Source: an optimization exercise on an open RTL-to-GDS flow (aim: small area, a short achievable clock period and few clock cycles). Production flows keep margins and buffers that such runs may drop.
At most, simulation tests tie the RTL to the original design; equivalence was not proved.

==> run a <==
## threshold_point_clustering
module threshold_point_clustering #(
    parameter int MAX_POINTS = tpc_pkg::MAX_POINTS_DEF,
    parameter int COORD_BITS = tpc_pkg::COORD_BITS_DEF
) (
    input  logic                         aclk,
    input  logic                         aresetn,
    input  logic                         cfg_valid,
    output logic                         cfg_ready,
    input  logic [tpc_pkg::THR_W-1:0]    cfg_data,
    input  logic                         s_valid,
    output logic                         s_ready,
    input  logic [COORD_BITS-1:0]        s_point_x,
    input  logic [COORD_BITS-1:0]        s_point_y,
    input  logic                         s_last_point,
    output logic                         m_valid,
    input  logic                         m_ready,
    output logic [COORD_BITS-1:0]        m_centroid_x,
    output logic [COORD_BITS-1:0]        m_centroid_y,
    output logic [tpc_pkg::MEMBER_W-1:0] m_member_count,
    output logic                         m_last_cluster,
    output logic                         m_overflow
);
export LEC_CHECK = 0
export CAP_MARGIN = 20
export CORE_MARGIN = 2
export CORE_UTILIZATION = 45
export SLEW_MARGIN = 20
create_clock -name core_clock -period 9.0 [get_ports {aclk}]
run.sh (not shown) runs the stock make flow with config.mk's settings and CLKGATE_MAP_FILE= SYNTH_SCRIPT=/design/flow/synth_recipe.tcl, a recipe that flattens the netlist after the stock synthesis.
==> run b: changes against run a <==
--- a/flow/design.v
+++ b/flow/design.v
@@ -108,14 +108,15 @@
     output logic [tpc_pkg::MEMBER_W-1:0] m_member_count,
     output logic                         m_last_cluster,
     output logic                         m_overflow
 );
     localparam int N   = 64;
     localparam int CB  = 12;
-    localparam int KS  = 5;           
+    localparam int KS  = 4;           
     localparam int CW  = CB - KS;     
+    localparam int RADIX = 4;         
     logic [N-1:0][CB-1:0] rx, ry;
     logic [N-1:0]         U, F, C;
     logic [N-1:0]         Un, Fn, Cn;
     logic       proc;             
     logic [6:0] n_pts;            
     logic       ovf;              
@@ -123,19 +124,19 @@
     logic       rdy;
     logic [5:0] phi;              
     logic acc, ins;
     assign acc = s_valid && rdy;
     assign ins = acc && !n_pts[6];
     logic [23:0] lim;             
-    logic [7:0]  tc;              
+    logic [CW+1:0] tc;            
     logic        active;
     logic [CB-1:0] px, py;        
     logic [17:0] sx, sy;
     logic [6:0]  cnt;
     logic          a_v, a_tsq;
-    logic [CB-1:0] a_x, a_y;
+    logic [CB-1:0] a_x, a_y, a_dx, a_dy;
     logic [5:0]    a_tag;
     logic          b_v, b_tsq;
     logic [23:0]   b_sqx, b_sqy;
     logic [CB-1:0] b_x, b_y;
     logic [5:0]    b_tag;
     function automatic logic [N-1:0] lowbit(input logic [N-1:0] v);
@@ -144,13 +145,13 @@
         for (int s = 1; s < N; s = s * 2) p = p | (p << s);
         lowbit = v & ~p;
     endfunction
     logic [N-1:0] cu, sel_chk, sel_pop, sel_seed, sel, circ_m, u_hi;
     logic         cu_any, f_any, u_any, u_hi_any, pipe_empty;
     logic         do_chk, do_pop, do_seed, do_done, idle;
-    logic         div_ready;
+    logic         div_ready, r_free;
     assign cu       = C & U;
     assign cu_any   = |cu;
     assign f_any    = |F;
     assign u_any    = |U;
     assign pipe_empty = !a_v && !b_v;
     always_comb begin
@@ -161,13 +162,13 @@
     assign sel_chk  = lowbit(cu);
     assign sel_pop  = lowbit(F);
     assign sel_seed = u_hi_any ? lowbit(u_hi) : lowbit(U);
     assign do_chk  = proc && cu_any;
     assign do_pop  = proc && !cu_any && f_any && u_any;
     assign idle    = proc && !cu_any && !(f_any && u_any) && pipe_empty
-                     && (!active || div_ready);
+                     && (!active || r_free);
     assign do_seed = idle && u_any;
     assign do_done = idle && !u_any;      
     assign sel = do_chk ? sel_chk : (do_pop ? sel_pop : (do_seed ? sel_seed : '0));
     logic [CB-1:0] mux_x, mux_y;
     logic [5:0]    sel_idx;
     always_comb begin
@@ -177,24 +178,41 @@
         for (int k = 0; k < N; k++) begin
             mux_x   = mux_x | (rx[k] & {CB{sel[k]}});
             mux_y   = mux_y | (ry[k] & {CB{sel[k]}});
             sel_idx = sel_idx | (6'(k) & {6{sel[k]}});
         end
     end
-    logic [9:0] lo_x, hi_x, lo_y, hi_y;
-    assign lo_x = {3'b010, mux_x[CB-1:KS]} - {2'b0, tc};
-    assign hi_x = {3'b010, mux_x[CB-1:KS]} + {2'b0, tc};
-    assign lo_y = {3'b010, mux_y[CB-1:KS]} - {2'b0, tc};
-    assign hi_y = {3'b010, mux_y[CB-1:KS]} + {2'b0, tc};
+    function automatic logic gt7(input logic [CW-1:0] a, input logic [CW-1:0] b);
+        logic g;
+        g = 1'b0;
+        for (int i = 0; i < CW; i++) g = (a[i] & ~b[i]) | ((a[i] | ~b[i]) & g);
+        gt7 = g;
+    endfunction
+    logic [CW+2:0] lo_x, hi_x, lo_y, hi_y;
+    logic [CW-1:0] lo_xc, hi_xc, lo_yc, hi_yc;
+    logic          lo_x_all, hi_x_all, lo_y_all, hi_y_all;
+    assign lo_x = {3'b010, mux_x[CB-1:KS]} - {1'b0, tc};
+    assign hi_x = {3'b010, mux_x[CB-1:KS]} + {1'b0, tc};
+    assign lo_y = {3'b010, mux_y[CB-1:KS]} - {1'b0, tc};
+    assign hi_y = {3'b010, mux_y[CB-1:KS]} + {1'b0, tc};
+    assign lo_x_all = !lo_x[CW+1];
+    assign lo_y_all = !lo_y[CW+1];
+    assign hi_x_all = hi_x[CW+2] || (hi_x[CW+1] && hi_x[CW]);
+    assign hi_y_all = hi_y[CW+2] || (hi_y[CW+1] && hi_y[CW]);
+    assign lo_xc = lo_x[CW-1:0];
+    assign hi_xc = hi_x[CW-1:0];
+    assign lo_yc = lo_y[CW-1:0];
+    assign hi_yc = hi_y[CW-1:0];
     logic [N-1:0] box;
     always_comb begin
         for (int k = 0; k < N; k++) begin
-            logic [9:0] cx, cy;
-            cx = {3'b010, rx[k][CB-1:KS]};
-            cy = {3'b010, ry[k][CB-1:KS]};
-            box[k] = (cx > lo_x) && (cx < hi_x) && (cy > lo_y) && (cy < hi_y);
+            logic [CW-1:0] cx, cy;
+            cx = rx[k][CB-1:KS];
+            cy = ry[k][CB-1:KS];
+            box[k] = (lo_x_all || gt7(cx, lo_xc)) && (hi_x_all || gt7(hi_xc, cx))
+                  && (lo_y_all || gt7(cy, lo_yc)) && (hi_y_all || gt7(hi_yc, cy));
         end
     end
     logic [24:0]  dsum;
     logic         near, hit, hit_u;
     logic [N-1:0] hit_dec;
     assign dsum  = {1'b0, b_sqx} + {1'b0, b_sqy};
@@ -265,29 +283,26 @@
         end
     end
     logic [CB-1:0] t_m1;
     assign t_m1 = cfg_data - 1'b1;
     always_ff @(posedge aclk) begin
         if (!aresetn) begin
-            tc <= 8'd5;
+            tc <= (CW+2)'((tpc_pkg::THR_RESET - 2) / (1 << KS) + 2);
         end else if (cfg_valid) begin
-            tc <= (cfg_data == '0) ? 8'd0 : 8'({1'b0, t_m1[CB-1:KS]} + (t_m1[KS-1:0] != '0) + 1'b1);
+            tc <= (cfg_data == '0) ? '0 : (CW+2)'({1'b0, t_m1[CB-1:KS]} + (t_m1[KS-1:0] != '0) + 1'b1);
         end
     end
     always_ff @(posedge aclk) begin
         if (!aresetn) begin
             lim <= 24'(tpc_pkg::THR_RESET * tpc_pkg::THR_RESET);
         end else if (b_v && b_tsq) begin
             lim <= dsum[23:0];
         end
     end
     always_ff @(posedge aclk) begin
-        if (cfg_valid) begin
-            px <= '0;
-            py <= '0;
-        end else if (do_pop || do_seed) begin
+        if (do_pop || do_seed) begin
             px <= mux_x;
             py <= mux_y;
         end
     end
     always_ff @(posedge aclk) begin
         if (!aresetn) begin
@@ -295,23 +310,37 @@
             b_v <= 1'b0;
         end else begin
             a_v <= do_chk || cfg_valid;
             b_v <= a_v;
         end
     end
+    function automatic logic [2*CB-1:0] sq(input logic [CB-1:0] a);
+        logic [2*CB-1:0] r;
+        r = '0;
+        for (int i = 0; i < CB; i++) begin
+            r = r + ((2*CB)'(a[i]) << (2 * i));
+            for (int j = i + 1; j < CB; j++) r = r + ((2*CB)'(a[i] & a[j]) << (i + j + 1));
+        end
+        sq = r;
+    endfunction
+    logic [CB:0]   ex, ey;
     logic [CB-1:0] dx, dy;
-    assign dx = (a_x > px) ? a_x - px : px - a_x;
-    assign dy = (a_y > py) ? a_y - py : py - a_y;
+    assign ex = {1'b0, mux_x} - {1'b0, px};
+    assign ey = {1'b0, mux_y} - {1'b0, py};
+    assign dx = ex[CB] ? CB'(-ex) : ex[CB-1:0];
+    assign dy = ey[CB] ? CB'(-ey) : ey[CB-1:0];
     always_ff @(posedge aclk) begin
         a_tsq <= cfg_valid;
-        a_x   <= cfg_valid ? cfg_data : mux_x;
-        a_y   <= cfg_valid ? '0 : mux_y;
+        a_dx  <= cfg_valid ? cfg_data : dx;
+        a_dy  <= cfg_valid ? '0 : dy;
+        a_x   <= mux_x;
+        a_y   <= mux_y;
         a_tag <= sel_idx - 1'b1;
         b_tsq <= a_tsq;
-        b_sqx <= dx * dx;
-        b_sqy <= dy * dy;
+        b_sqx <= sq(a_dx);
+        b_sqy <= sq(a_dy);
         b_x   <= a_x;
         b_y   <= a_y;
         b_tag <= a_tag - 1'b1;
     end
     logic [17:0] sx_n, sy_n;
     logic [6:0]  cnt_n;
@@ -335,23 +364,45 @@
     end
     logic        d_done, d_take, d_start;
     logic [11:0] q_x, q_y;
     logic [6:0]  q_cnt;
     logic        q_last, q_ovf;
     logic        m_valid_r;
-    assign d_start = idle && active;
+    logic          r_v, r_last, r_ovf;
+    logic [17:0]   r_sx, r_sy;
+    logic [6:0]    r_cnt;
+    assign d_start = r_v && div_ready;
+    assign r_free  = !r_v || div_ready;
     assign d_take  = d_done && (!m_valid_r || m_ready);
-    tpc_divider #(.RADIX_BITS(2)) u_div (
+    always_ff @(posedge aclk) begin
+        if (!aresetn) begin
+            r_v <= 1'b0;
+        end else if (idle && active) begin
+            r_v <= 1'b1;
+        end else if (d_start) begin
+            r_v <= 1'b0;
+        end
+    end
+    always_ff @(posedge aclk) begin
+        if (idle && active) begin
+            r_sx   <= sx;
+            r_sy   <= sy;
+            r_cnt  <= cnt;
+            r_last <= !u_any;
+            r_ovf  <= ovf;
+        end
+    end
+    tpc_divider #(.RADIX_BITS(RADIX)) u_div (
         .aclk    (aclk),
         .aresetn (aresetn),
         .start   (d_start),
-        .sum_x   (sx),
-        .sum_y   (sy),
-        .count   (cnt),
-        .last_in (!u_any),
-        .ovf_in  (ovf),
+        .sum_x   (r_sx),
+        .sum_y   (r_sy),
+        .count   (r_cnt),
+        .last_in (r_last),
+        .ovf_in  (r_ovf),
         .ready   (div_ready),
         .done    (d_done),
         .take    (d_take),
         .q_x     (q_x),
         .q_y     (q_y),
         .q_count (q_cnt),
ABC_CLOCK_PERIOD_IN_PS = 4000   (was default)
CORE_UTILIZATION = 50   (was 45)
SETUP_SLACK_MARGIN = 4.5   (was default)
==> notes <==
In run b the area after synthesis is smaller than in run a, by about 13%. Synthesized cell count: run a is larger than run b (13%). Run a produced a layout that fails on setup timing. Run b ended with an error in global routing (5_1_grt) on GRT-0116.
==> figures <==
item                                                                            run b                     run a
Run status                                                             did not finish  finished with violations
Last stage reached                                           global routing (5_1_grt)                         -
Reasons for failing layout checks                                                   -              setup timing
Setup Slack @ Placement                                                     -2.531 ns                 -1.769 ns
Cells after synthesis                                                          10,850                    12,290
Post-CTS setup buffer count                                                       135                        17
Part of the Yosys area used for sequential elements                            43.11%                    35.70%
Sum of net half-perimeters after detailed placement                          571.9 mm                  594.7 mm
Area after DPL                                                            124,400 um2               140,100 um2
Placed Cells incl. Taps                                                        15,100                    17,390
Synthesized-area fraction occupied by and/or/nand/nor cells                    14.52%                    16.02%
Final RePlAce weighted congestion                                               1.448                     1.226
Number of cell rows                                                               166                       187
Share of Yosys cell area claimed by the top area cell type                     37.97%                    32.99%
Number of buffers inserted during clock tree synthesis                            219                       229
Clock tree buffer depth                                                             3                         4
Post-Syn Area                                                             102,300 um2               117,600 um2
Testbench counts of run a, summed over its fixed seeds: cycles 10,985.
Only the layout flow was run in run b; the RTL was not checked for function there.

-- separate check: timing with driven ports --
How much do the figures lean on ideal ports? The routed layout below was timed once more, with nothing changed but the port constraints.
Step 1 assumes that a clkbuf_16 drives the clock port and a buf_2 every other input.
Step 2 adds t to the input delays and takes it off the output delays; t is the mean of the earliest and latest rising clock arrival at the registers after step 1. Input paths then give back, and output paths get back, about the clock's delay inside the block.
Three values: no drivers, after step 1, after step 2; two values: the first two.
run: run a
t, ns: 1.074
slack for setup (ns): -0.245 / -0.245 / -0.957
clock arrival spread, ns: 0.188 / 0.188
worst slew at a driven data input, ns: 0.11
pins driven straight from the clock port: 1
The setup slack of run a moves by 0.000 ns with the drivers and by -0.712 ns with both steps.
